From an optimization exercise on the open Yosys and OpenROAD flow, aimed at small area and a short achievable clock period; shortcuts taken in it are not production practice. Only simulation tests tie the RTL to the original design; equivalence was not proved. Power is estimated from default activity; no workload was simulated.

File: flow/config.mk
export PLATFORM = sky130hd
export DESIGN_NAME = exe_stage
export DESIGN_NICKNAME = exe_stage
export VERILOG_FILES = /design/flow/design.v
export SDC_FILE = /design/flow/constraint.sdc
export NUM_CORES = 4
export LEC_CHECK = 0
export CAP_MARGIN = 20
export CORE_MARGIN = 2
export CORE_UTILIZATION = 30
export SLEW_MARGIN = 20
File: flow/constraint.sdc
create_clock -name core_clock -period 7.0 [get_ports {clk}]
set_input_delay 1.4000 -clock core_clock [delete_from_list [all_inputs] [get_ports {clk}]]
set_output_delay 1.4000 -clock core_clock [all_outputs]
set_load 0.01 [all_outputs]
File: flow/design.v
`timescale 1ns/1ns
package exe_pkg;
    localparam int xlen = 64;
    localparam int ilen = 32;
    localparam int reg_idx_w = 5;
    localparam int shamt_w = 6;
    localparam logic [6:0] opcode_system = 7'b1110011;
    typedef logic [xlen-1:0] data_t;
    typedef logic [ilen-1:0] inst_t;
    typedef logic [reg_idx_w-1:0] reg_idx_t;
    typedef enum logic [3:0] {
        alu_add, alu_sub, alu_and, alu_or, alu_xor,
        alu_slt, alu_sltu, alu_sll, alu_srl, alu_sra
    } alu_op_t;
    typedef enum logic [2:0] {
        cmp_none, cmp_eq, cmp_ne, cmp_lt, cmp_ge, cmp_ltu, cmp_geu
    } cmp_op_t;
    typedef enum logic [1:0] {
        asel_zero, asel_rs1, asel_pc
    } alu_asel_t;
    typedef enum logic [1:0] {
        bsel_zero, bsel_rs2, bsel_imm
    } alu_bsel_t;
    typedef enum logic [1:0] {
        csr_add, csr_or, csr_andnot
    } csr_op_t;
    typedef enum logic {
        csr_asel_zero, csr_asel_csr
    } csr_asel_t;
    typedef enum logic [1:0] {
        csr_bsel_zero, csr_bsel_rs1, csr_bsel_uimm
    } csr_bsel_t;
    typedef struct packed {
        alu_op_t   alu_op;
        cmp_op_t   cmp_op;
        alu_asel_t alu_asel;
        alu_bsel_t alu_bsel;
        csr_op_t   csr_op;
        csr_asel_t csr_asel;
        csr_bsel_t csr_bsel;
        logic      npc_sel;
        reg_idx_t  rd;
        logic      we_reg;
    } exe_ctrl_t;
endpackage
`timescale 1ns/1ns
module int_exec (
    input  exe_pkg::data_t     pc,
    input  exe_pkg::data_t     rs1_data,
    input  exe_pkg::data_t     rs2_data,
    input  exe_pkg::data_t     imm,
    input  exe_pkg::alu_op_t   alu_op,
    input  exe_pkg::alu_asel_t asel,
    input  exe_pkg::alu_bsel_t bsel,
    input  exe_pkg::cmp_op_t   cmp_op,
    output exe_pkg::data_t     alu_res,
    output logic               br_taken
);
    exe_pkg::data_t alu_a;
    exe_pkg::data_t alu_b;
    logic [exe_pkg::shamt_w-1:0] shamt;
    always_comb begin
        case (asel)
            exe_pkg::asel_rs1: alu_a = rs1_data;
            exe_pkg::asel_pc:  alu_a = pc;
            default:           alu_a = '0;
        endcase
    end
    always_comb begin
        case (bsel)
            exe_pkg::bsel_rs2: alu_b = rs2_data;
            exe_pkg::bsel_imm: alu_b = imm;
            default:           alu_b = '0;
        endcase
    end
    assign shamt = alu_b[exe_pkg::shamt_w-1:0];
    always_comb begin
        case (alu_op)
            exe_pkg::alu_add:  alu_res = alu_a + alu_b;
            exe_pkg::alu_sub:  alu_res = alu_a - alu_b;
            exe_pkg::alu_and:  alu_res = alu_a & alu_b;
            exe_pkg::alu_or:   alu_res = alu_a | alu_b;
            exe_pkg::alu_xor:  alu_res = alu_a ^ alu_b;
            exe_pkg::alu_slt: begin
                alu_res = exe_pkg::data_t'($signed(alu_a) < $signed(alu_b));
            end
            exe_pkg::alu_sltu: alu_res = exe_pkg::data_t'(alu_a < alu_b);
            exe_pkg::alu_sll:  alu_res = alu_a << shamt;
            exe_pkg::alu_srl:  alu_res = alu_a >> shamt;
            exe_pkg::alu_sra: begin
                alu_res = exe_pkg::data_t'($signed(alu_a) >>> shamt);
            end
            default:           alu_res = '0;
        endcase
    end
    always_comb begin
        case (cmp_op)
            exe_pkg::cmp_eq:  br_taken = (rs1_data == rs2_data);
            exe_pkg::cmp_ne:  br_taken = (rs1_data != rs2_data);
            exe_pkg::cmp_lt:  br_taken = ($signed(rs1_data) < $signed(rs2_data));
            exe_pkg::cmp_ge:  br_taken = ($signed(rs1_data) >= $signed(rs2_data));
            exe_pkg::cmp_ltu: br_taken = (rs1_data < rs2_data);
            exe_pkg::cmp_geu: br_taken = (rs1_data >= rs2_data);
            default:          br_taken = 1'b0;
        endcase
    end
endmodule
`timescale 1ns/1ns
module csr_exec (
    input  exe_pkg::inst_t     inst,
    input  exe_pkg::data_t     rs1_data,
    input  exe_pkg::data_t     csr_val,
    input  exe_pkg::csr_op_t   csr_op,
    input  exe_pkg::csr_asel_t csr_asel,
    input  exe_pkg::csr_bsel_t csr_bsel,
    output exe_pkg::data_t     csr_res
);
    exe_pkg::reg_idx_t rs1_idx;
    exe_pkg::data_t    csr_a;
    exe_pkg::data_t    csr_b;
    assign rs1_idx = inst[19:15];
    assign csr_a = (csr_asel == exe_pkg::csr_asel_csr) ? csr_val : '0;
    always_comb begin
        case (csr_bsel)
            exe_pkg::csr_bsel_rs1:  csr_b = rs1_data;
            exe_pkg::csr_bsel_uimm: csr_b = exe_pkg::data_t'(rs1_idx);
            default:                csr_b = '0;
        endcase
    end
    always_comb begin
        case (csr_op)
            exe_pkg::csr_add:    csr_res = csr_a + csr_b;
            exe_pkg::csr_or:     csr_res = csr_a | csr_b;
            exe_pkg::csr_andnot: csr_res = csr_a & ~csr_b;
            default:             csr_res = '0;
        endcase
    end
endmodule
`timescale 1ns/1ns
module exe_commit (
    input  logic                clk,
    input  logic                rst,
    input  logic                in_valid,
    input  logic                hold,
    input  logic                flush,
    input  exe_pkg::data_t      pc,
    input  exe_pkg::inst_t      inst,
    input  exe_pkg::exe_ctrl_t  ctrl,
    input  exe_pkg::data_t      alu_res,
    input  exe_pkg::data_t      csr_res,
    input  exe_pkg::data_t      csr_val,
    input  logic                br_taken,
    output logic                out_valid,
    output logic                out_redirect,
    output logic                out_we_reg,
    output exe_pkg::reg_idx_t   out_rd,
    output exe_pkg::data_t      out_pc,
    output exe_pkg::data_t      out_result,
    output exe_pkg::data_t      out_csr_result,
    output exe_pkg::data_t      out_npc
);
    logic           is_csr;
    logic           redirect;
    exe_pkg::data_t result;
    exe_pkg::data_t npc;
    assign is_csr = (inst[6:0] == exe_pkg::opcode_system) && (inst[14:12] != 3'b000);
    assign result   = is_csr ? csr_val : alu_res;
    assign redirect = ctrl.npc_sel | br_taken;
    assign npc      = redirect ? alu_res : pc + exe_pkg::data_t'(4);
    always_ff @(posedge clk) begin
        if (rst || flush || (!hold && !in_valid)) begin
            out_valid      <= 1'b0;
            out_redirect   <= 1'b0;
            out_we_reg     <= 1'b0;
            out_rd         <= '0;
            out_pc         <= '0;
            out_result     <= '0;
            out_csr_result <= '0;
            out_npc        <= '0;
        end else if (!hold) begin
            out_valid      <= 1'b1;
            out_redirect   <= redirect;
            out_we_reg     <= ctrl.we_reg;
            out_rd         <= ctrl.rd;
            out_pc         <= pc;
            out_result     <= result;
            out_csr_result <= csr_res;
            out_npc        <= npc;
        end
    end
endmodule
`timescale 1ns/1ns
module exe_stage (
    input  logic        clk,
    input  logic        rst,
    input  logic        in_valid,
    input  logic        hold,
    input  logic        flush,
    input  logic [63:0] pc,
    input  logic [31:0] inst,
    input  logic [63:0] rs1_data,
    input  logic [63:0] rs2_data,
    input  logic [63:0] imm,
    input  logic [63:0] csr_val,
    input  logic [22:0] ctrl,
    output logic        out_valid,
    output logic        out_redirect,
    output logic        out_we_reg,
    output logic [4:0]  out_rd,
    output logic [63:0] out_pc,
    output logic [63:0] out_result,
    output logic [63:0] out_csr_result,
    output logic [63:0] out_npc
);
    exe_pkg::exe_ctrl_t ctrl_s;
    exe_pkg::data_t     alu_res;
    exe_pkg::data_t     csr_res;
    logic               br_taken;
    assign ctrl_s = exe_pkg::exe_ctrl_t'(ctrl);
    int_exec int_exec_i (
        .pc       (pc),
        .rs1_data (rs1_data),
        .rs2_data (rs2_data),
        .imm      (imm),
        .alu_op   (ctrl_s.alu_op),
        .asel     (ctrl_s.alu_asel),
        .bsel     (ctrl_s.alu_bsel),
        .cmp_op   (ctrl_s.cmp_op),
        .alu_res  (alu_res),
        .br_taken (br_taken)
    );
    csr_exec csr_exec_i (
        .inst     (inst),
        .rs1_data (rs1_data),
        .csr_val  (csr_val),
        .csr_op   (ctrl_s.csr_op),
        .csr_asel (ctrl_s.csr_asel),
        .csr_bsel (ctrl_s.csr_bsel),
        .csr_res  (csr_res)
    );
    exe_commit exe_commit_i (
        .clk            (clk),
        .rst            (rst),
        .in_valid       (in_valid),
        .hold           (hold),
        .flush          (flush),
        .pc             (pc),
        .inst           (inst),
        .ctrl           (ctrl_s),
        .alu_res        (alu_res),
        .csr_res        (csr_res),
        .csr_val        (csr_val),
        .br_taken       (br_taken),
        .out_valid      (out_valid),
        .out_redirect   (out_redirect),
        .out_we_reg     (out_we_reg),
        .out_rd         (out_rd),
        .out_pc         (out_pc),
        .out_result     (out_result),
        .out_csr_result (out_csr_result),
        .out_npc        (out_npc)
    );
endmodule
File: flow/run.sh
#!/bin/bash
# synth_recipe.tcl (not shown) runs the flow's synth.tcl, then flattens the netlist and writes it again
# the make line also repeats each setting of config.mk as NAME=value (left out here)
make -C /OpenROAD-flow-scripts/flow DESIGN_CONFIG=/design/flow/config.mk WORK_HOME=/design/flow/orfs CLKGATE_MAP_FILE= SYNTH_SCRIPT=/design/flow/synth_recipe.tcl finish
==> run notes <==
post-CTS setup buffers=0; Worst Setup Path Type=input pin to flop; Post-Syn Instances=slightly below 6000; #FFs+latches synth=between 200 and 300; YS warnings=3; Die ar.=roughly 0.14 mm2; Worst EP arrival=7.35 ns; pre-CTS WS=-0.205 ns; CTS sink count=264; CP Data Required Time=approximately 7.5 ns; syn nets=6784; asr flop ratio synth=0; dpl hpwl=around 230000 um; outcome=finished clean; R2R Setup Slk=5.99 ns; routed wire length=about 280000 um; Startpoint Class=input pin; Yosys top cell area share=0.136; initial core utilization=0.302; std cell rows=approximately 140; number of global-route vias before repair=approximately 50000; GRT Util Overall=0.378; Worst Hold Class=flop to flop; Most used DFF post-synth=dfxtp_1; final instance area=~0.057 mm2; Final Cycle Share=0.980; synth top area cells=ha_1, dfxtp_1, a21oi_1; htree depth=1; R2R depth=4; nets=roughly 7900; Routed WL per cell=~32 um; largest net degree at the start of global routing=~140; Clock Root Buffer=clkbuf_16; beginning of the worst hold path=exe_commit_i.out_result[8]; Synth area leader=ha_1; die width=about 380 um; max_cap viols=0; Avg Cell Area, Syn=7.10 um2; # fillers=about 15000; total core area=~0.14 mm2; io pins=644; final hold violation count=0; Cell Pwr Density=131 mW/mm2; Area after DPL=between 0.05 and 0.06 mm2; GR Overflow Total=0; CTS tree=done; worst hold path stage count=2; Via density=6.05; Layout area overhead=34.9%; Syn Std Cell Area=0.0422 mm2; DR pass1 iterations=6; reg-to-reg startpoint=exe_commit_i.out_csr_result[59]; Reg2Reg Capture Point=exe_commit_i.out_csr_result[59]; worst setup margin=approximately 0.14 ns; port buffer count=about 630; synth unique cells=between 90 and 100; die height=about 380 um; PostCTS Resize Cnt=0; Clk Latency, worst-skew pair=approximately 0.6 ns; gp weighted congestion=1.04; Peak VDD IR=about 0.16 mV; initial antenna violation count=22; Power Total=7.45 mW; initial detailed-routing violation count=between 7000 and 8000; global-route wire length before repair=391000 um; number of remaining DRC errors=0; clock-pin transition on the worst setup and hold timing paths=~0.070 ns; leakage=around 25 nW; crit path max fanout=10; setup violators final=0; Final min period=between 6 and 7 ns; unrepaired setup endpoints after global routing=no; max_slew headroom=0.266; via count=about 54000; Least-Margin Pin Slew=1.10 ns; antenna viol nets, final=0; layout cells sized above 1=0.167; Hold-fix buffers, CTS=0; EDFF count, synth=0; Worst Skew=0 ns; max-slew violations=0; fmax=around 150 MHz; clk buf depth=3; hold path endpoint=exe_commit_i.out_result[8]; Crit. End Element=flop; CTS Buf Count=26; sequential-to-total area share from yosys stat=0.125; Util after Layout=0.408
worst max-delay path by stage:
stage	start	end	slack, ns	cells past startpoint
after floorplan	ctrl[12]	exe_commit_i.out_npc[62]	0.37	24
after global placement	ctrl[14]	exe_commit_i.out_result[36]	-0.44	22
after detailed placement	ctrl[14]	exe_commit_i.out_result[57]	-0.20	21
after CTS	ctrl[14]	exe_commit_i.out_npc[61]	0.38	21
after global routing	ctrl[15]	exe_commit_i.out_result[60]	0.004	23
final	ctrl[14]	exe_commit_i.out_result[60]	0.14	24
cell usage after synthesis, drive strengths merged, types with 96 or more instances:
cell type  instances
a211oi           102
a21o             108
a21oi            547
a22oi            174
buf              135
clkbuf           312
dfxtp            264
ha               458
inv              425
mux2i            222
mux4              96
nand2            602
nand3            131
nor2             558
nor3             114
o21ai            384
xnor2            109
stage by stage:
stage | instances | TNS [ns] | hold slack (ns)
6_report | 8924 | 0 | 0.458
5_1_grt | 8916 | 0 | 0.469
2_1_floorplan | 5943 | 0 | 0.471
3_5_place_dp | 8863 | -1.92 | 0.443
3_3_place_gp | 8863 | -2.48 | 0.436
4_1_cts | 8911 | 0 | 0.455
placed cells by master, fill, tap and decap left out, drive strengths merged, types with 58 or more instances in the layout:
cell	n
a211oi	102
a21o	108
a21oi	547
a22oi	174
a31oi	73
and2	58
buf	868
clkdlybuf4s50	622
dfxtp	264
ha	458
inv	427
mux2i	222
mux4	96
nand2	602
nand3	131
nand4	65
nor2	558
nor3	114
o211ai	70
o21ai	384
o21bai	61
o221ai	61
o22ai	63
or2	80
xnor2	109
kinds of logic after synthesis:
logic type,count (synthesis),share of synthesized area
AOI/OAI and AO/OA,1992,0.310
xor gates and xnor gates,162,0.0336
adders and majority gates,461,0.137
buffers and inverters,873,0.0827
DFF,264,0.125
muxes,339,0.109
and+or+nand+nor,1852,0.202
where the power goes:
group / switching [mW] / internal (mW) / leakage (nW)
registers: 0.0318 / 1.54 / 2.14
clock network: 0.721 / 0.786 / 0.422
logic: 2.69 / 1.68 / 22.6
total: 3.44 / 4.01 / 25.1
critical path, cell delays in order:
cell and delay, ns:
clkdlybuf4s50_1 0.45, inv_1 0.08, ha_2 0.32, a22oi_1 0.13, nor2_1 0.76, ha_1 0.40, nor4_1 0.28, buf_4 0.16
nor4b_1 0.30, buf_4 0.20, and4_1 0.18, nand3_1 0.12, buf_4 0.18, a21boi_0 0.50, o21bai_1 0.24, a21oi_1 0.21
buf_4 0.15, o2111a_1 0.24, a211oi_1 0.10, buf_4 0.17, xnor2_1 0.13, buf_4 0.17, o211a_1 0.28, nor3_1 0.19
final cells by class:
cell class	instances	area (um2)	area share
diodes	12	30.0	0.000528
clock buffers	39	790	0.0139
clock inverters	9	68.8	0.00121
inverters	426	1610	0.0283
multi-input cells	4806	33600	0.590
flip-flops and latches	264	5290	0.0929
well taps	1876	2350	0.0412
repair buffers	1492	13200	0.232
routing by layer:
layer	GRT usage	part of all wire	vias to the layer above
li1	-	-	23801
met1	0.482	0.40	26267
met4	0.253	0.082	12
met2	0.570	0.42	3274
met5	0	0.00032	-
met3	0.0835	0.10	653

-- what the ideal ports hide --
No port has a modelled driver above. Below, the same layout with a new extraction and two added sets of constraints.
Step 1 assumes that a clkbuf_16 drives the clock port and a buf_2 every other input.
Step 2 times the ports against the registers' clock, not the clock port: input delays grow and output delays shrink by t, the midpoint of the rising clock arrivals with the driver on.
Three values: ideal, step 1, step 2; two values: the first two.
t, ns: 0.657
setup WS [ns]: 0.141 / 0.186 / -0.471
slew at the worst register clock pin (ns): 0.09 / 0.09
worst slew at a driven data input, ns: 0.13
pins driven straight from the clock port: 1
Met with ideal ports but missed after step 2: setup timing in this run. The setup slack of this run moves by +0.045 ns with the drivers and by -0.612 ns with both steps.
